Source: an optimization exercise on an open RTL-to-GDS flow (aim: small area, a short achievable clock period and few clock cycles per item). Production flows keep margins and buffers that such runs may drop.
The RTL was checked by simulation tests, not by an equivalence proof against the original design.
Power figures rest on the tool's default switching activity, not on a simulated workload.

## design.v

```verilog
package otq_pkg;
    localparam int NUM_TIMERS = 16;
    localparam int ID_WIDTH   = 16;
    localparam int DLY_WIDTH  = 16;
    localparam logic [1:0] ACT_ADD    = 2'd0;
    localparam logic [1:0] ACT_CANCEL = 2'd1;
    localparam logic [1:0] ACT_TICK   = 2'd2;
    localparam logic [2:0] KIND_ADDED     = 3'd0;
    localparam logic [2:0] KIND_FULL      = 3'd1;
    localparam logic [2:0] KIND_CANCELLED = 3'd2;
    localparam logic [2:0] KIND_NOTFOUND  = 3'd3;
    localparam logic [2:0] KIND_EXPIRED   = 3'd4;
endpackage
module one_shot_timer_queue_top (
    input  logic          clk,
    input  logic          rst_n,
    input  logic          start,
    output logic          busy,
    input  logic [33:0]   req,
    output logic          result_valid,
    output logic [19:0]   rsp
);
    localparam int N = otq_pkg::NUM_TIMERS;
    logic        add_reg, cancel_reg, tick_reg;
    logic [15:0] rdm2_reg;          
    logic        rz_reg;            
    logic        rdn_reg;           
    logic [15:0] key_reg;
    logic        busy_reg;
    logic        drn_reg;           
    logic [15:0] now_reg;           
    logic [15:0] nid_reg;           
    logic        res_reg;
    logic [19:0] rsp_reg;
    logic [N-1:0] valid_reg;
    logic [N-1:0] dn_reg;           
    logic [N-1:0] r_reg;            
    logic [15:0]  ex2_reg [N];      
    logic [15:0]  id_reg  [N];
    logic [N-1:0] q_reg   [N];      
    assign busy         = busy_reg;
    assign result_valid = res_reg;
    assign rsp          = rsp_reg;
    logic do_add, do_cancel, do_tick, do_exp;
    assign do_add    = add_reg;
    assign do_cancel = cancel_reg;
    assign do_tick   = tick_reg;
    assign do_exp    = do_tick | drn_reg;
    logic [N-1:0] id_eq, id_lt;
    logic [N-1:0] free, fs;
    logic         full;
    assign free = ~valid_reg;
    assign full = ~|free;
    logic [N-1:0] cm, cs;
    logic         found;
    assign cm    = valid_reg & id_eq;
    assign found = |cm;
    always_comb
    begin
        for (int i = 0; i < N; i++)
        begin
            fs[i] = free[i];
            cs[i] = cm[i];
            for (int k = 0; k < i; k++)
            begin
                if (free[k]) fs[i] = 1'b0;
                if (cm[k])   cs[i] = 1'b0;
            end
        end
    end
    logic [N-1:0] due, win;
    logic         any_due, more;
    logic [15:0]  win_id;
    assign due     = dn_reg;
    assign any_due = |due;
    always_comb
    begin
        for (int i = 0; i < N; i++)
        begin
            win[i] = due[i];
            for (int j = 0; j < N; j++)
            begin
                if (j < i && due[j] && q_reg[j][i])  win[i] = 1'b0;
                if (j > i && due[j] && !q_reg[i][j]) win[i] = 1'b0;
            end
        end
    end
    logic more3;
    always_comb
    begin
        logic seen, seen2;
        seen  = 1'b0;
        seen2 = 1'b0;
        more  = 1'b0;
        more3 = 1'b0;
        for (int i = 0; i < N; i++)
        begin
            if (due[i] && seen2) more3 = 1'b1;
            if (due[i] && seen)  more  = 1'b1;
            if (due[i] && seen)  seen2 = 1'b1;
            if (due[i])          seen  = 1'b1;
        end
    end
    always_comb
    begin
        win_id = '0;
        for (int i = 0; i < N; i++)
            win_id = win_id | ({16{win[i]}} & id_reg[i]);
    end
    logic [15:0] new_exp;
    logic        new_z, new_dn;
    assign new_exp = now_reg + rdm2_reg;
    assign new_z   = rz_reg;
    assign new_dn  = rdn_reg;
    logic [N-1:0] z;               
    always_comb
        for (int k = 0; k < N; k++)
            z[k] = dn_reg[k] & (ex2_reg[k][0] == now_reg[0]);
    logic [N-1:0] ex_eq;           
    always_comb
        for (int k = 0; k < N; k++)
            ex_eq[k] = (ex2_reg[k] == now_reg);
    logic [N-1:0] wr;              
    logic [N-1:0] clr;             
    assign wr  = do_add ? fs : '0;
    assign clr = (do_cancel ? cs : '0) | (do_exp ? win : '0);
    logic        nid_inc, nid_max;
    logic [15:0] nid_next;
    assign nid_inc  = do_add & ~full;
    assign nid_max  = (nid_reg == 16'hFFFF);
    assign nid_next = nid_inc ? nid_reg + 16'd1 : nid_reg;
    logic        dn_upd;
    assign dn_upd  = do_exp & ~more;
    logic [N-1:0] nb_hi, nb_lo, above, qa;
    always_comb
    begin
        for (int k = 0; k < N; k++)
        begin
            nb_hi[k] = (new_z & ~z[k]) | ((new_z == z[k]) & (id_lt[k] | id_eq[k]));
            nb_lo[k] = (new_z & ~z[k]) | ((new_z == z[k]) & id_lt[k]);
            above[k] = 1'b0;
            for (int m = 0; m < k; m++)
                if (fs[m]) above[k] = 1'b1;
            qa[k] = fs[k] ? 1'b0 : (above[k] ? ~nb_hi[k] : nb_lo[k]);
        end
    end
    for (genvar i = 0; i < N; i++)
    begin : g_slot
        assign id_eq[i] = (key_reg == id_reg[i]);
        assign id_lt[i] = r_reg[i] & ~id_eq[i];
        always_ff @(posedge clk or negedge rst_n)
        begin
            if (!rst_n)
                dn_reg[i] <= 1'b0;
            else if (wr[i])
                dn_reg[i] <= new_dn;
            else if (clr[i])
                dn_reg[i] <= 1'b0;
            else if (dn_upd)
                dn_reg[i] <= valid_reg[i] & ex_eq[i];
        end
        always_ff @(posedge clk or negedge rst_n)
        begin
            if (!rst_n)
                valid_reg[i] <= 1'b0;
            else if (wr[i])
                valid_reg[i] <= 1'b1;
            else if (clr[i])
                valid_reg[i] <= 1'b0;
        end
        always_ff @(posedge clk)
        begin
            if (wr[i])
            begin
                ex2_reg[i] <= new_exp;
                id_reg[i]  <= nid_reg;
            end
            if (wr[i])
                r_reg[i] <= nid_max;
            else if (nid_inc)
                r_reg[i] <= nid_max | id_lt[i];
        end
        for (genvar j = i + 1; j < N; j++)
        begin : g_pair
            always_ff @(posedge clk)
            begin
                if (wr[i] || wr[j])
                    q_reg[i][j] <= ~(qa[i] | qa[j]);
            end
        end
    end
    logic drn_next;
    assign drn_next = do_exp & more;
    logic [N-1:0] dn_sup;
    logic         sup2, take, take_tick;
    always_comb
    begin
        logic seen;
        if (dn_upd)
            dn_sup = valid_reg & ex_eq;     
        else
            dn_sup = due | (wr & {N{rdn_reg}});
        seen = 1'b0;
        sup2 = 1'b0;
        for (int i = 0; i < N; i++)
        begin
            if (dn_sup[i] && seen) sup2 = 1'b1;
            if (dn_sup[i])         seen = 1'b1;
        end
    end
    assign take      = start & ~busy_reg;
    assign take_tick = take & (req[33:32] == otq_pkg::ACT_TICK);
    always_ff @(posedge clk or negedge rst_n)
    begin
        if (!rst_n)
        begin
            add_reg    <= 1'b0;
            cancel_reg <= 1'b0;
            tick_reg   <= 1'b0;
            busy_reg   <= 1'b0;
            drn_reg    <= 1'b0;
            now_reg    <= 16'd0;
            nid_reg    <= 16'd0;
            res_reg    <= 1'b0;
        end
        else
        begin
            add_reg    <= take & (req[33:32] == otq_pkg::ACT_ADD);
            cancel_reg <= take & (req[33:32] == otq_pkg::ACT_CANCEL);
            tick_reg   <= take_tick;
            busy_reg   <= (do_exp & more3) | (take_tick & sup2);
            drn_reg  <= drn_next;
            if (dn_upd)
                now_reg <= now_reg + 16'd1;
            nid_reg  <= nid_next;
            res_reg  <= do_add | do_cancel | (do_exp & any_due);
        end
    end
    always_ff @(posedge clk)
    begin
        rdm2_reg <= req[31:16] - 16'd2;
        rz_reg   <= (req[31:16] == 16'd0);
        rdn_reg  <= (req[31:17] == 15'd0);
        key_reg  <= (req[33:32] == otq_pkg::ACT_ADD) ? nid_next : req[15:0];
    end
    always_ff @(posedge clk)
    begin
        if (do_exp)
            rsp_reg <= {otq_pkg::KIND_EXPIRED, win_id, ~more};
        else if (add_reg)
            rsp_reg <= full ? {otq_pkg::KIND_FULL, 16'd0, 1'b1}
                            : {otq_pkg::KIND_ADDED, key_reg, 1'b1};
        else
            rsp_reg <= {found ? otq_pkg::KIND_CANCELLED : otq_pkg::KIND_NOTFOUND,
                        key_reg, 1'b1};
    end
endmodule
```

## flow/run.sh

```bash
#!/bin/bash
# The standard layout, with timing repair aimed 7 ns below the clock period.
set -euo pipefail
bash standard.sh SETUP_SLACK_MARGIN=7 finish > make.log 2>&1
```

## standard.sh

```bash
#!/bin/bash
# synth_recipe.tcl (not shown) runs the flow's synth.tcl, then flattens the netlist and writes it again
# the make line also repeats each setting of config.mk as NAME=value (left out here)
make -C /OpenROAD-flow-scripts/flow DESIGN_CONFIG=/design/flow/config.mk WORK_HOME=/design/flow/orfs CLKGATE_MAP_FILE= SYNTH_SCRIPT=/design/flow/synth_recipe.tcl "${@:-finish}"
```

## constraint.sdc

```tcl
create_clock -name core_clock -period 10.0 [get_ports {clk}]
set_input_delay 2.0000 -clock core_clock [delete_from_list [all_inputs] [get_ports {clk}]]
set_output_delay 2.0000 -clock core_clock [all_outputs]
set_load 0.01 [all_outputs]
```

## config.mk

```make
export PLATFORM = sky130hd
export DESIGN_NAME = one_shot_timer_queue_top
export DESIGN_NICKNAME = one_shot_timer_queue_top
export VERILOG_FILES = /design/flow/design.v
export SDC_FILE = /design/flow/constraint.sdc
export NUM_CORES = 4
export LEC_CHECK = 0
export CAP_MARGIN = 30
export CORE_MARGIN = 2
export CORE_UTILIZATION = 62
export CTS_CLUSTER_DIAMETER = 80
export CTS_CLUSTER_SIZE = 25
export SLEW_MARGIN = 20
```

==> impl_metrics.toml, run 1 <==
[clock_network]
cts_tree = "done"
cts_sinks = 772
cts_root_buf = "clkbuf_16"
cts_max_path_buffers = 3
cts_hold_buf = 0
cts_made_buffers = 42
clk_latency_ns = 0.64
clk_transition_reported_paths_ns = 0.09
h-tree-depth = 2

[placement]
hpwl_um = 89000
gp_congestion = 1.01
portBuffers = 58
place_ws_ns = 5.30

[synthesis]
synthFlopType = "edfxtp_1"
synth.most_common_cell = "edfxtp_1"
synth_edf_count = 648
yosys_register_bits = 772
ys_types = 80
synth_top_cell_by_area = "edfxtp_1"
yosysSeqAreaShare = 0.607
synth_warnings = 4
synth.area.top_cells = "edfxtp_1, xnor2_1, dfrtp_1"
synthesis.area_um2 = 36700
yosys.area.top_type_share = 0.530
ys_async_sr_fraction = 0.0907
synthTopCellsByCount = "edfxtp_1, xnor2_1, nand2_1, nor2_1, clkbuf_1"
postSynthAreaPerCell_um2 = 12.2
syn_nets = 3078
syn_inst = 3006

[power_and_ir_drop]
p_clk_frac = 0.231
swShare = 0.351
ir_worst_vdd_mv = 0.195
p_sw_uw = 3000
finalPower_uw = 8550
intPower_uw = 5550
powerDensity_nw_per_um2 = 198
comb_power_share = 0.308
seqPwrFrac = 0.462
leakage_uw = 0.0151

[sta]
worst_slack_ns = 6.34
fin_skew_ns = 0.0459
tightest_slew_ns = 1.10
post-route-min-period_ns = 3.66
rsz0062_at_grt = "yes"
fmax_mhz = 273
slew_viol_final = 0
min_period_over_period = 0.366
hold_violations = 0
finalSetupViolCount = 0
final.setup.tns_ns = 0
relSlewSlack = 0.265

[die]
start_util = 0.625
placementRows = 89
dieWidth_um = 247
die_y_um = 247
io_pins = 59
die-area_um2 = 61200
core-area_um2 = 58800

[final_layout]
drive_above_1_share = 0.206
finish.utilization = 0.736
area_growth_pct = 17.9
fin_nets = 3315

[routing]
vias_per_cell = 7.09
drt_first_pass_iters = 7
drc_errors = 0
wirelength_um = 140000
drtIter0Drc = 4826
avgRoutedWirePerCell_um = 34.6
ant_nets = 0
vias = 28700

[worst_hold_path]
hold_class = "reg -> reg"
holdPathStages = 1
min-delay-start = "now_reg[5]"
whs_endpoint = "now_reg[5]"

[worst_setup_path]
end_kind = "flip-flop"
worst-endpoint-arrival_ns = 4.13
worstSetupStartpointType = "flip-flop"
r2r-start = "dn_reg[2]"
cp.required_ns = 10.47
cp_max_fo = 8
crit_start = "dn_reg[2]"
setup.worst_path.class = "reg -> reg"
r2r_cells = 11
rrSetupSlack_ns = 6.34
r2r_end = "busy_reg"

[status]
outcome = "no timing/DRC/antenna violations"

[grt]
grt.total_usage = 0.450
grt.overflow.total = 0
grt_pass1_wl_um = 193000
grt_start_max_net_pins = 51
antenna_found_initial = 8
grt_pass1_vias = 27000

[job]
maxCapViolCount = 0
-- timing repair --
item	4_1_cts	5_1_grt
setup buffers	124	64
cloned	9	5
gates resized for setup	297	135
pin swaps	38	32
setup endpoints to repair	713	275
-- layout by cell type (no fill, tap or decap), types with 45 or more instances in the layout --
cell / count
edfxtp_1: 648
xnor2_1: 496
nand2_1: 262
buf_4: 228
nor2_1: 182
nand4_1: 126
a22oi_1: 100
nand3_1: 93
o21ai_0: 60
buf_6: 53
inv_1: 46
dfrtp_1: 46
clkbuf_16: 46
xor2_1: 45
-- stage by stage --
stage	hold slack [ns]	cells	cell area [um2]
6_report	0.574	4052	43300
2_1_floorplan	0.477	3006	37000
5_1_grt	0.599	4049	43300
4_1_cts	0.561	3975	42100
3_5_place_dp	0.556	3765	38900
3_3_place_gp	0.524	3749	38700
-- worst max-delay path: stages, from the launching register on --
cell and delay, ns:
dfrtp_4 0.52, or4_4 0.60, a2111oi_4 0.26, a211oi_2 0.11
or4_4 0.56, buf_12 0.18, a311o_1 0.31, o31a_1 0.19
a2111oi_2 0.33, nor3_1 0.13, o31ai_1 0.21, nand3_1 0.11
-- logic make-up after synthesis --
logic type	count (synthesis)	share of synthesized area
AOI/OAI and AO/OA	483	0.0968
xor gates and xnor gates	562	0.134
adders and majority gates	39	0.0132
buffers and inverters	255	0.0266
DFF	772	0.607
muxes	18	0.00549
and+or+nand+nor	877	0.117
-- routing by layer --
layer | track usage | part of all wire
met2 | 0.663 | 0.43
met1 | 0.606 | 0.35
met5 | 0.00636 | 0.00056
met4 | 0.213 | 0.061
met3 | 0.147 | 0.15
-- how the worst max path moves through the flow --
stage,endpoint,cells past startpoint
CTS,busy_reg,11
detailed placement,busy_reg,9
global placement,busy_reg,10
finish,busy_reg,11
global route,busy_reg,12
floorplan,busy_reg,13
-- power groups by stage --
stage	clock, uW	sequential (uW)	combinational [uW]
after floorplan	0	3860	1290
after global placement	0	4030	2060
after detailed placement	0	4030	2090
after CTS	1960	3930	2380
after global routing	2070	3960	2690
final	1970	3950	2630
-- layout make-up --
| type | count | area (um2) |
|---|---|---|
| inverters | 73 | 340 |
| repair inverters | 4 | 27.5 |
| diodes | 3 | 7.51 |
| repair buffers | 370 | 3470 |
| clock buffers | 61 | 1190 |
| flip-flops and latches | 772 | 22400 |
| fillers | 3808 | 15500 |
| well taps | 773 | 967 |
| multi-input cells | 1980 | 14700 |
| clock inverters | 16 | 170 |
Testbench counts, summed over its fixed seeds: cycles 8,098, requests 8,008.
==> run 2: changes to the inputs <==
--- a/config.mk
+++ b/config.mk
@@ -9,3 +9,3 @@
 export CORE_MARGIN = 2
-export CORE_UTILIZATION = 62
+export CORE_UTILIZATION = 60
 export CTS_CLUSTER_DIAMETER = 80
==> run 2 against run 1 <==
  * Worst setup slack gained 0.024 ns
  * Core utilization decreased by 2.1 points
  * Via count shrank 0.53%
  * Largest cell class unchanged
  * Count of clock-buffer cells in the layout unchanged
  * Final cell count about the same
  * Still clean on timing, DRC and antenna
  * Highest routed layer unchanged
  * Total power grew 0.20%
==> impl_metrics.toml, run 2 <==
[worst_setup_path]
crit_slowest_cell = "or4_4"
crit_chain = "inv_1 -> nand2_1 -> and3_4 -> or4_4 -> a311o_1 -> o31a_1 -> nor4_4 -> a22oi_1 -> o31ai_1 -> nand3_1"
cp.required_ns = 10.49
end_kind = "flip-flop"
r2r-start = "dn_reg[10]"
rrSetupSlack_ns = 6.36
setup.worst_path.class = "reg -> reg"
worst-endpoint-arrival_ns = 4.12
r2r_cells = 10
r2r_end = "busy_reg"
cpPeakStageDelay_ns = 0.64
cp_max_fo = 13
worstSetupStartpointType = "flip-flop"

[synthesis]
synthesis.area_um2 = 36700
synth_top_cell_by_area = "edfxtp_1"
syn_inst = 3006
synth_warnings = 4
synth_edf_count = 648
synthFlopType = "edfxtp_1"
synth_top_family_by_area = "XOR/XNOR gates"
yosysSeqAreaShare = 0.607
ys_types = 80
postSynthAreaPerCell_um2 = 12.2
synth_xor_area_frac = 0.134
yosys.area.top_type_share = 0.530
ys_async_sr_fraction = 0.0907
yosys_register_bits = 772
syn_nets = 3078
synth.most_common_cell = "edfxtp_1"
synthMuxAreaShare = 0.00549
yosys.area_share.simple = 0.117
synth.area.top_cells = "edfxtp_1, xnor2_1, dfrtp_1"
synth_fa_ha_area_frac = 0.0132
synthTopCellsByCount = "edfxtp_1, xnor2_1, nand2_1, nor2_1, clkbuf_1"
synth-compound-area-share = 0.0968

[final_layout]
drive_above_1_share = 0.199
final_common_cell = "edfxtp_1"
fin_nets = 3305
most-common-layout-cells = "edfxtp_1, xnor2_1, nand2_1, buf_4, nor2_1"
area_growth_pct = 17.7
fill_cells = 4124
final_area_um2 = 43200

[die]
io_pins = 59
start_util = 0.607
die_y_um = 251
core-area_um2 = 60500
placementRows = 90
dieWidth_um = 251
die-area_um2 = 63200

[sta]
min_period_over_period = 0.364
post-route-min-period_ns = 3.64
rsz0062_at_grt = "yes"
worst_slack_ns = 6.36
final.setup.tns_ns = 0
hold_violations = 0
slew_viol_final = 0
fin_skew_ns = 0.0463
relSlewSlack = 0.289
tightest_slew_ns = 1.07
fmax_mhz = 275
finalSetupViolCount = 0

[clock_network]
cts_sinks = 772
clk_latency_ns = 0.64
h-tree-depth = 2
clk_transition_reported_paths_ns = 0.10
cts_max_path_buffers = 3
cts_made_buffers = 41
cts_hold_buf = 0
cts_tree = "done"
cts_root_buf = "clkbuf_16"

[worst_hold_path]
holdPathStages = 1
whs_endpoint = "now_reg[8]"
hold_class = "reg -> reg"
min-delay-start = "now_reg[8]"

[routing]
drt_first_pass_iters = 8
ant_nets = 0
vias = 28600
drc_errors = 0
wirelength_um = 140000
drtIter0Drc = 4764
avgRoutedWirePerCell_um = 34.5
vias_per_cell = 7.05

[grt]
antenna_found_initial = 6
grt.overflow.total = 0
grt_start_max_net_pins = 62
grt_pass1_vias = 26700
grt_pass1_wl_um = 193000
grt.total_usage = 0.431

[power_and_ir_drop]
ir_worst_vdd_mv = 0.239
powerDensity_nw_per_um2 = 198
leakage_uw = 0.0152

[placement]
gp_congestion = 0.999
hpwl_um = 88600
place_ws_ns = 5.17
portBuffers = 58
place_area_um2 = 38900

[status]
outcome = "no timing/DRC/antenna violations"

[job]
maxCapViolCount = 0
-- run 2: how the worst max path moves through the flow --
stage / start / end / slack [ns] / cells past startpoint
4_1_cts: dn_reg[2] / busy_reg / 6.37 / 10
6_report: dn_reg[10] / busy_reg / 6.36 / 10
2_1_floorplan: dn_reg[4] / busy_reg / 6.67 / 13
5_1_grt: dn_reg[10] / busy_reg / 6.27 / 10
3_5_place_dp: valid_reg[0] / busy_reg / 5.17 / 9
3_3_place_gp: dn_reg[0] / busy_reg / 5.32 / 10
-- run 2: cell families after synthesis --
logic type      Yosys count
compound gates          483
buf+inv                 255
simple gates            877
fa+ha+maj                39
flops                   772
mux                      18
xor+xnor                562
-- run 2: worst max-delay path: cells and delay by family, from the launching register on --
kind	cells	cell delay (ns)
compound gates	4	0.93
buf+inv	1	0.52
flops	1	0.53
simple gates	5	1.50
-- run 2: routing by layer --
metal	track usage	vias to the layer above	wire length, um	share of wire
li1	-	11500	-	-
met1	0.589	14000	50000	0.36
met2	0.655	2520	60700	0.43
met3	0.127	522	21400	0.15
met4	0.167	8	7610	0.054
met5	0	-	55	0.00039
-- run 2: stage by stage --
stage / power [uW] / util / std cells / hold slack [ns]
after detailed placement: 6100 / 0.643 / 3775 / 0.489
after global routing: 8740 / 0.715 / 4049 / 0.525
after global placement: 6060 / 0.641 / 3764 / 0.482
after floorplan: 5150 / - / 3006 / 0.477
after CTS: 8240 / 0.690 / 3944 / 0.499
final: 8570 / 0.715 / 4049 / 0.513
-- run 2: cell type report --
cell class              count  area (um2)  share of cell area
repair buffers            359        3340              0.0772
inverters                  73         333             0.00770
clock inverters            15         191             0.00443
multi-input cells        1983       14800               0.343
diodes                      1        2.50           0.0000579
clock buffers              61        1190              0.0274
well taps                 782         978              0.0226
flip-flops and latches    772       22400               0.517
repair inverters            3        22.5            0.000521
-- run 2: timing repair --
item	4_1_cts	5_1_grt
setup buffers	85	92
pin swaps	39	50
endpoints found under the setup margin	699	252
resized for setup	282	151
gates cloned	8	4
hold endpoints to repair	0	0
-- run 2: power by group --
part,leakage [uW],internal [uW],switching (uW)
sequential,0.00709,3720,220
clock,0.000668,910,1100
combinational,0.00739,944,1670
==> run 3: changes to the inputs <==
--- a/design.v
+++ b/design.v
@@ -193,4 +193,3 @@
     assign drn_next = do_exp & more;
-    logic [N-1:0] dn_sup;
-    logic         sup2, take, take_tick;
+    logic two_eq, sup2, take, take_tick;
     always_comb
@@ -198,14 +197,11 @@
         logic seen;
-        if (dn_upd)
-            dn_sup = valid_reg & ex_eq;     
-        else
-            dn_sup = due | (wr & {N{rdn_reg}});
-        seen = 1'b0;
-        sup2 = 1'b0;
-        for (int i = 0; i < N; i++)
-        begin
-            if (dn_sup[i] && seen) sup2 = 1'b1;
-            if (dn_sup[i])         seen = 1'b1;
-        end
-    end
+        seen   = 1'b0;
+        two_eq = 1'b0;
+        for (int i = 0; i < N; i++)
+        begin
+            if (valid_reg[i] && ex_eq[i] && seen) two_eq = 1'b1;
+            if (valid_reg[i] && ex_eq[i])         seen   = 1'b1;
+        end
+    end
+    assign sup2 = dn_upd ? two_eq : (more | (any_due & nid_inc & rdn_reg));
     assign take      = start & ~busy_reg;
--- a/config.mk
+++ b/config.mk
@@ -12,2 +12,3 @@
 export CTS_CLUSTER_SIZE = 25
+export PLACE_DENSITY = 0.72
 export SLEW_MARGIN = 20
==> run 3 against run 2 <==
  * Register-to-register slack gained 0.45 ns
  * Highest routed layer unchanged
  * Sequential share of layout area grew 0.87 points
  * Clock skew shrank 0.011 ns
  * Largest cell class unchanged
  * Fmax grew 14%
==> impl_metrics.toml, run 3 <==
[routing]
ant_nets = 0
vias = 28300
drt_first_pass_iters = 7
drtIter0Drc = 5070
drc_errors = 0
wirelength_um = 138000
avgRoutedWirePerCell_um = 34.5
vias_per_cell = 7.06

[worst_setup_path]
worst-endpoint-arrival_ns = 3.73
cp_top_family = "simple AND/OR/NAND/NOR gates"
path_buf_inv = 1
crit_slowest_cell = "nor4_1"
cp_max_fo = 18
cpPeakStageDelay_ns = 0.45
end_kind = "flip-flop"
setup.worst_path.class = "reg -> reg"
worstSetupStartpointType = "flip-flop"
crit_chain = "buf_6 -> xor2_1 -> nor4_1 -> nand4_1 -> o22ai_1 -> or2_2 -> a211oi_1 -> o21ai_1 -> nor3_2 -> o211ai_1"
cp.required_ns = 10.54

[job]
maxCapViolCount = 0

[synthesis]
syn_nets = 3091
synth_edf_count = 648
ys_async_sr_fraction = 0.0907
synthFlopType = "edfxtp_1"
synth.area.top_cells = "edfxtp_1, xnor2_1, dfrtp_1"
synth_top_cell_by_area = "edfxtp_1"
ys_types = 80
yosys.area_share.simple = 0.123
yosys_register_bits = 772
synth_xor_area_frac = 0.134
synth_warnings = 4
yosys.area.top_type_share = 0.529
synth.most_common_cell = "edfxtp_1"
synth_top_family_by_area = "XOR/XNOR gates"
synth_fa_ha_area_frac = 0.0138
syn_inst = 3019
synthTopCellsByCount = "edfxtp_1, xnor2_1, nand2_1, nor2_1, nand4_1"
synthesis.area_um2 = 36800
postSynthAreaPerCell_um2 = 12.2
yosysSeqAreaShare = 0.605
synthMuxAreaShare = 0.00547
synth-compound-area-share = 0.0889

[final_layout]
fin_nets = 3263
most-common-layout-cells = "edfxtp_1, xnor2_1, nand2_1, nor2_1, buf_4"
drive_above_1_share = 0.190
fill_cells = 4219
final_common_cell = "edfxtp_1"
finish.utilization = 0.705
area_growth_pct = 15.7

[power_and_ir_drop]
finalPower_uw = 8510
leakage_uw = 0.0152
powerDensity_nw_per_um2 = 200
ir_worst_vdd_mv = 0.169

[sta]
final.setup.tns_ns = 0
fin_skew_ns = 0.0356
rsz0062_at_grt = "yes"
min_period_over_period = 0.318
tightest_slew_ns = 1.07
finalSetupViolCount = 0
slew_viol_final = 0
post-route-min-period_ns = 3.18
worst_slack_ns = 6.82
fmax_mhz = 314
relSlewSlack = 0.288
hold_violations = 0

[placement]
portBuffers = 58
hpwl_um = 88800
gp_congestion = 1.00
place_ws_ns = 5.64

[clock_network]
clk_latency_ns = 0.64
cts_made_buffers = 42
h-tree-depth = 2
cts_sinks = 772
cts_root_buf = "clkbuf_16"
cts_max_path_buffers = 3
cts_tree = "done"
clk_transition_reported_paths_ns = 0.10

[grt]
antenna_found_initial = 6
grt_pass1_wl_um = 193000
grt.total_usage = 0.430
grt_pass1_vias = 26600
grt_start_max_net_pins = 55
grt.overflow.total = 0

[die]
io_pins = 59
placementRows = 90
die-area_um2 = 63400
start_util = 0.609
die_y_um = 252
core-area_um2 = 60500
dieWidth_um = 252

[status]
outcome = "no timing/DRC/antenna violations"

[worst_hold_path]
hold_class = "reg -> reg"
## run 3: path summary, 6_finish.rpt
path / start / to / slack [ns] / cells after the start
worst max-delay path: now_reg[4] / busy_reg / 6.82 / 10
worst min-delay path: valid_reg[2] / valid_reg[2] / 0.59 / 2
worst max register to register: now_reg[4] / busy_reg / 6.82 / 10
worst min register to register: valid_reg[2] / valid_reg[2] / 0.59 / 2
max in group asynchronous: rst_n / now_reg[6] / 7.48 / 2
min in group asynchronous: rst_n / nid_reg[8] / 1.25 / 1
## run 3: logic make-up after synthesis
kind of cell | Yosys count
simple gates | 920
flops | 772
xor+xnor | 563
compound gates | 449
buf+inv | 256
fa+ha+maj | 41
mux | 18
## run 3: what timing repair did
item / 4_1_cts / 5_1_grt
buffers inserted: 71 / 67
pin swaps: 24 / 41
gates cloned: 6 / 3
endpoints found under the hold margin: 0 / 0
setup endpoints to repair: 746 / 399
resized for setup: 307 / 113
hold buffers: 0 / 0
## run 3: metal layers
| layer | vias to the layer above | wire length (um) | global-route usage |
|---|---|---|---|
| met5 | - | 40 | 0 |
| met4 | 6 | 7790 | 0.187 |
| met3 | 497 | 22100 | 0.138 |
| met2 | 2679 | 58800 | 0.628 |
| met1 | 13700 | 49500 | 0.593 |
| li1 | 11400 | - | - |
## run 3: metrics by stage
step | hold WS [ns] | cells | area (um2)
2_1_floorplan | 0.469 | 3019 | 36900
3_3_place_gp | 0.565 | 3771 | 38600
3_5_place_dp | 0.551 | 3780 | 38700
4_1_cts | 0.605 | 3935 | 41600
5_1_grt | 0.624 | 4007 | 42600
6_report | 0.591 | 4010 | 42600
## run 3: worst reg2reg max path, cell delays in order (launching register included)
cell	delay, ns
dfrtp_1	0.44
buf_6	0.23
xor2_1	0.20
nor4_1	0.45
nand4_1	0.36
o22ai_1	0.45
or2_2	0.20
a211oi_1	0.07
o21ai_1	0.35
nor3_2	0.16
o211ai_1	0.21
## run 3: report_power, final
| group | internal (uW) | total [uW] | switching (uW) |
|---|---|---|---|
| clock network | 902 | 2040 | 1140 |
| logic | 939 | 2520 | 1580 |
| registers | 3730 | 3950 | 223 |
## run 3: layout make-up
cell class	count	area (um2)	area share
Sequential cell	772	22400	0.526
Multi-Input combinational cell	1991	14600	0.342
Timing Repair Buffer	309	2870	0.0674
Clock buffer	60	1190	0.0280
Tap cell	782	978	0.0230
Inverter	73	323	0.00758
Clock inverter	18	231	0.00543
Timing Repair inverter	2	15.0	0.000352
Antenna cell	3	7.51	0.000176
Testbench counts of run 3, summed over its fixed seeds: cycles 8,098, requests 8,008.
==> run 4: changes to the inputs <==
--- a/config.mk
+++ b/config.mk
@@ -12,3 +12,2 @@
 export CTS_CLUSTER_SIZE = 25
-export PLACE_DENSITY = 0.72
 export SLEW_MARGIN = 20
==> run 4 against run 3 <==
  * Routed wire length shrank 3.8%
  * Combinational power fell by 5%
  * Count of clock-buffer cells in the layout is the same
  * Critical path depth down 9
  * Synthesized area stayed put
  * Critical path type is now reg -> out
  * Register-to-register slack better by 0.08 ns
  * Core utilization is 0.96 points lower
  * Synthesized cell count is the same
  * Clock skew up 0.013 ns
  * Largest power group unchanged
==> impl_metrics.toml, run 4 <==
[routing]
vias = 27700
avgRoutedWirePerCell_um = 33.5
wirelength_um = 133000
m1WireLength_um = 47500
vias_per_cell = 6.97
highest_layer = "met4"
met2WireLength_um = 58300
drtIter0Drc = 4208
dr_wl_met3_um = 19600
ant_nets = 0
drt_first_pass_iters = 6
drc_errors = 0

[sta]
rsz0062_at_grt = "yes"
tightest_slew_ns = 1.08
fin_skew_ns = 0.0490
min_period_over_period = 0.313
fin_worst_hold_slack_ns = 0.524
final.setup.tns_ns = 0
relSlewSlack = 0.279
worst_slack_ns = 6.87
hold_violations = 0
finalSetupViolCount = 0
slew_viol_final = 0
fmax_mhz = 320
post-route-min-period_ns = 3.13

[worst_setup_path]
rrSetupSlack_ns = 6.90
r2r-start = "now_reg[0]"
crit_cells = 1
crit_chain = "buf_2"
r2r_end = "ex2_reg[7][14]"
r2r_cells = 16
path_buf_inv = 1
cpPeakStageDelay_ns = 0.39
worst-endpoint-arrival_ns = 1.13
cp_max_fo = 2
worstSetupStartpointType = "flip-flop"
cp.required_ns = 8.00
crit_slowest_cell = "dfrtp_1"
setup.worst_path.class = "reg -> out"
cp_top_family = "flip-flops"
end_kind = "output port"

[clock_network]
cts_tree = "done"
cts_hold_buf = 0
clk_latency_ns = 0.63
cts_sinks = 772
cts_made_buffers = 39
h-tree-depth = 2
cts_root_buf = "clkbuf_16"
cts_max_path_buffers = 3
clk_transition_reported_paths_ns = 0.09

[synthesis]
yosys_register_bits = 772
syn_nets = 3091
synth_top_cell_by_area = "edfxtp_1"
synth.area.top_cells = "edfxtp_1, xnor2_1, dfrtp_1"
ys_async_sr_fraction = 0.0907
ys_types = 80
synth.most_common_cell = "edfxtp_1"
syn_inst = 3019
synthFlopType = "edfxtp_1"
yosysSeqAreaShare = 0.605
synthTopCellsByCount = "edfxtp_1, xnor2_1, nand2_1, nor2_1, nand4_1"
synth_warnings = 4
synthesis.area_um2 = 36800
postSynthAreaPerCell_um2 = 12.2
yosys.area.top_type_share = 0.529
synth_edf_count = 648

[placement]
dp_cells = 3791
hpwl_um = 86500
portBuffers = 58
place_ws_ns = 5.79
gp_congestion = 1.03

[power_and_ir_drop]
ir_worst_vdd_mv = 0.175
leakage_uw = 0.0149
powerDensity_nw_per_um2 = 195

[status]
outcome = "no timing/DRC/antenna violations"

[final_layout]
fin_nets = 3228
most-common-layout-cells = "edfxtp_1, xnor2_1, nand2_1, nor2_1, buf_4"
final_common_cell = "edfxtp_1"
drive_above_1_share = 0.169
area_growth_pct = 14.2
fin_cells = 3968
finish.utilization = 0.695

[die]
start_util = 0.609
placementRows = 90
die-area_um2 = 63400
dieWidth_um = 252
core-area_um2 = 60500
io_pins = 59
die_y_um = 252

[job]
maxCapViolCount = 0

[grt]
grt_pass1_vias = 26200
grt_start_max_net_pins = 40
grt.overflow.total = 0
grt_pass1_wl_um = 187000
grt.total_usage = 0.417
antenna_found_initial = 2

[worst_hold_path]
hold_class = "reg -> reg"
whs_endpoint = "now_reg[11]"
min-delay-start = "now_reg[11]"
holdPathStages = 1
-- run 4: cell counts after synthesis --
No cell type changed its count.
-- run 4: worst max path at each step --
stage	start	end	slack, ns
2_1_floorplan	req[21]	rdm2_reg[14]	6.73
3_3_place_gp	valid_reg[1]	dn_reg[11]	5.88
3_5_place_dp	valid_reg[1]	dn_reg[11]	5.79
4_1_cts	busy_reg	busy	6.85
5_1_grt	busy_reg	busy	6.84
6_report	busy_reg	busy	6.87
-- run 4: power by group --
| part | leakage, uW | internal (uW) | switching [uW] |
|---|---|---|---|
| logic | 0.00725 | 853 | 1540 |
| clock network | 0.000580 | 800 | 1060 |
| registers | 0.00708 | 3730 | 199 |
-- run 4: what timing repair did --
action	4_1_cts	5_1_grt
pin swaps	24	32
resized for setup	240	128
gates cloned	6	0
setup endpoints to repair	758	376
endpoints found under the hold margin	0	0
setup buffers	63	35
-- run 4: area by class of cell --
class                           instances  area [um2]
Antenna cell                            1        2.50
Sequential cell                       772       22400
Tap cell                              782         978
Fill cell                            4304       18400
Clock inverter                         10         113
Timing Repair inverter                  3        20.0
Inverter                               73         329
Clock buffer                           60        1080
Multi-Input combinational cell       1991       14500
Timing Repair Buffer                  276        2650
-- run 4: routing by layer --
metal,GRT usage,up-vias
li1,-,11300
met1,0.566,13600
met2,0.622,2275
met3,0.119,421
met4,0.201,0
met5,0,-
-- run 4: stage by stage --
step	total power, uW	area (um2)
6_report	8180	42000
4_1_cts	7930	41100
2_1_floorplan	5070	36900
3_5_place_dp	5990	38800
3_3_place_gp	5950	38600
5_1_grt	8360	42000
-- run 4: cells by family (layout without fill, tap and decap cells) --
family | after synthesis | in the layout | synth area share
XOR/XNOR | 563 | 563 | 0.134
adder cells (fa/ha/maj) | 41 | 41 | 0.0138
multiplexers | 18 | 18 | 0.00547
buffers and inverters | 256 | 422 | 0.0294
AO/OA/AOI/OAI | 449 | 449 | 0.0889
AND/OR/NAND/NOR | 920 | 920 | 0.123
flip-flops | 772 | 772 | 0.605
other | 0 | 1 | 0
==> run 5: changes to the inputs <==
--- a/config.mk
+++ b/config.mk
@@ -9,3 +9,3 @@
 export CORE_MARGIN = 2
-export CORE_UTILIZATION = 60
+export CORE_UTILIZATION = 62
 export CTS_CLUSTER_DIAMETER = 80
==> run 5 against run 4 <==
  * Clock power is 6% higher
  * Synthesized area stayed put
  * Fmax is 1.8% lower
  * Die area fell by 3.2%
  * Critical path depth unchanged
  * Sequential share of layout area decreased by 1.0 points
  * Synthesized cell count stayed put
  * Final cell count increased by 1.7%
  * Global-route usage rose by 2.5 points
  * First-iteration DRC count grew 5.9%
  * Largest power group unchanged
==> impl_metrics.toml, run 5 <==
[die]
die-area_um2 = 61300
start_util = 0.625
placementRows = 89
dieWidth_um = 248
core-area_um2 = 58900
io_pins = 59
die_y_um = 248

[routing]
wirelength_um = 138000
drtIter0Drc = 4455
drc_errors = 0
drt_first_pass_iters = 9
vias = 28600
avgRoutedWirePerCell_um = 34.3
ant_nets = 0
vias_per_cell = 7.08

[synthesis]
yosys.area.top_type_share = 0.529
synth_edf_count = 648
syn_nets = 3091
synth.most_common_cell = "edfxtp_1"
yosys_register_bits = 772
synthTopCellsByCount = "edfxtp_1, xnor2_1, nand2_1, nor2_1, nand4_1"
ys_async_sr_fraction = 0.0907
postSynthAreaPerCell_um2 = 12.2
synth_warnings = 4
synth_top_cell_by_area = "edfxtp_1"
synthesis.area_um2 = 36800
yosysSeqAreaShare = 0.605
synthFlopType = "edfxtp_1"
syn_inst = 3019
synth.area.top_cells = "edfxtp_1, xnor2_1, dfrtp_1"
ys_types = 80

[final_layout]
final_common_cell = "edfxtp_1"
most-common-layout-cells = "edfxtp_1, xnor2_1, nand2_1, buf_4, nor2_1"
fin_nets = 3302
drive_above_1_share = 0.197
final_area_um2 = 42900
fin_cells = 4036
area_growth_pct = 16.5

[worst_setup_path]
cp.required_ns = 8.00
worstSetupStartpointType = "flip-flop"
cpPeakStageDelay_ns = 0.42
r2r_cells = 11
path_buf_inv = 1
worst-endpoint-arrival_ns = 1.19
setup.worst_path.class = "reg -> out"
rrSetupSlack_ns = 6.85
r2r-start = "now_reg[0]"
crit_slowest_cell = "dfrtp_1"
crit_cells = 1
crit_chain = "buf_2"
cp_max_fo = 2
end_kind = "output port"
r2r_end = "busy_reg"
crit_start = "busy_reg"
cp_top_family = "flip-flops"
endpoint = "busy"

[sta]
min_period_over_period = 0.319
rsz0062_at_grt = "yes"
worst_slack_ns = 6.81
hold_violations = 0
relSlewSlack = 0.280
fin_skew_ns = 0.0220
tightest_slew_ns = 1.08
post-route-min-period_ns = 3.19
final.setup.tns_ns = 0
slew_viol_final = 0
fmax_mhz = 314
finalSetupViolCount = 0

[clock_network]
cts_root_buf = "clkbuf_16"
clk_transition_reported_paths_ns = 0.10
cts_hold_buf = 0
clk_latency_ns = 0.62
cts_made_buffers = 40
cts_sinks = 772
cts_tree = "done"
h-tree-depth = 2
cts_max_path_buffers = 3

[power_and_ir_drop]
leakage_uw = 0.0154
powerDensity_nw_per_um2 = 196
ir_worst_vdd_mv = 0.232
finalPower_uw = 8400

[placement]
dp_cells = 3775
place_ws_ns = 5.83
gp_congestion = 1.02
hpwl_um = 88700
place_area_um2 = 38700
portBuffers = 58

[worst_hold_path]
hold_class = "reg -> reg"

[grt]
grt_pass1_wl_um = 189000
grt.total_usage = 0.441
grt_start_max_net_pins = 40
grt_pass1_vias = 26400
grt.overflow.total = 0
antenna_found_initial = 4

[status]
outcome = "no timing/DRC/antenna violations"

[job]
maxCapViolCount = 0
==> run 5: cell counts after synthesis <==
Identical to the previous run, type by type.
==> run 5: metal layers <==
layer	GRT usage	vias up	wire length (um)
met3	0.157	567	22600
met4	0.192	6	8690
met2	0.645	2732	58200
met5	0	-	83
met1	0.599	13800	48900
li1	-	11500	-
==> run 5: kinds of logic after synthesis <==
family | synth area share
compound gates | 0.0889
xor+xnor | 0.134
fa+ha+maj | 0.0138
buf+inv | 0.0294
flops | 0.605
mux | 0.00547
simple gates | 0.123
==> run 5: worst min path at each step <==
| stage | from | to | slack [ns] | depth (start not counted) |
|---|---|---|---|---|
| final | now_reg[11] | now_reg[11] | 0.50 | 1 |
| after global routing | now_reg[11] | now_reg[11] | 0.52 | 1 |
| after CTS | now_reg[11] | now_reg[11] | 0.50 | 1 |
| after detailed placement | now_reg[11] | now_reg[11] | 0.47 | 1 |
| after global placement | now_reg[11] | now_reg[11] | 0.46 | 1 |
| after floorplan | rdn_reg | dn_reg[13] | 0.47 | 2 |
==> run 5: layout make-up <==
type	instances	area, um2
clock buffers	60	1130
repair inverters	5	30.0
well taps	773	967
repair buffers	345	3200
clock inverters	14	188
flip-flops and latches	772	22400
inverters	73	347
fillers	3960	16000
diodes	1	2.50
multi-input cells	1993	14600
==> run 5: repair_timing <==
action | 4_1_cts | 5_1_grt
setup buffers | 53 | 118
hold endpoints to repair | 0 | 0
gates cloned | 6 | 9
pin swaps | 23 | 57
resized for setup | 278 | 152
setup endpoints to repair | 809 | 478
==> run 5: worst reg2reg max path, cell delays in order (launching register included) <==
cell and delay (ns):
dfrtp_2 0.46, buf_12 0.16, buf_4 0.16, xnor2_2 0.37
nand4_1 0.15, or4_1 0.59, nor3_2 0.28, maj3_1 0.22
a2bb2oi_1 0.17, o311a_1 0.23, nor3_2 0.08, o211ai_1 0.20
==> run 5: per-stage QoR <==
stage          hold slack, ns  utilization
6_report                0.495        0.728
3_3_place_gp            0.458        0.655
4_1_cts                 0.502        0.698
2_1_floorplan           0.469            -
3_5_place_dp            0.466        0.657
5_1_grt                 0.519        0.728
==> run 5: where the power goes <==
group	internal, uW	total, uW	switching [uW]
logic	909	2490	1580
clock network	889	1970	1080
registers	3730	3940	215
total	5520	8400	2870

re-timing with driven ports:
The results above use ideal ports. As a check the final layouts listed here were re-extracted and re-timed, cells and wires unchanged. Step 1 (the two cells are an assumption about what drives the block):
set clk [get_ports {clk}]
set_driving_cell -lib_cell sky130_fd_sc_hd__clkbuf_16 $clk
set_driving_cell -lib_cell sky130_fd_sc_hd__buf_2 [delete_from_list [all_inputs] $clk]
Step 2 times the ports against the registers' clock, not the clock port: input delays grow and output delays shrink by t, the midpoint of the rising clock arrivals with the driver on. a / b / c = ideal / step 1 / step 2; a / b = the first two.
| run | t, ns | setup WS [ns] | hold slack, ns |
|---|---|---|---|
| run 1 | 0.681 | 6.340 / 6.340 / 6.181 | 0.574 / 0.574 / 0.574 |
| run 2 | 0.685 | 6.365 / 6.365 / 6.195 | 0.513 / 0.513 / 0.513 |
| run 3 | 0.692 | 6.818 / 6.779 / 6.425 | 0.591 / 0.591 / 0.591 |
| run 4 | 0.677 | 6.871 / 6.802 / 6.381 | 0.524 / 0.524 / 0.524 |
| run 5 | 0.678 | 6.815 / 6.750 / 6.430 | 0.495 / 0.495 / 0.495 |
After both steps setup and hold are still met in every run listed. For run 4, which loses most, drivers alone change the setup slack by -0.069 ns; drivers and shift together by -0.490 ns.
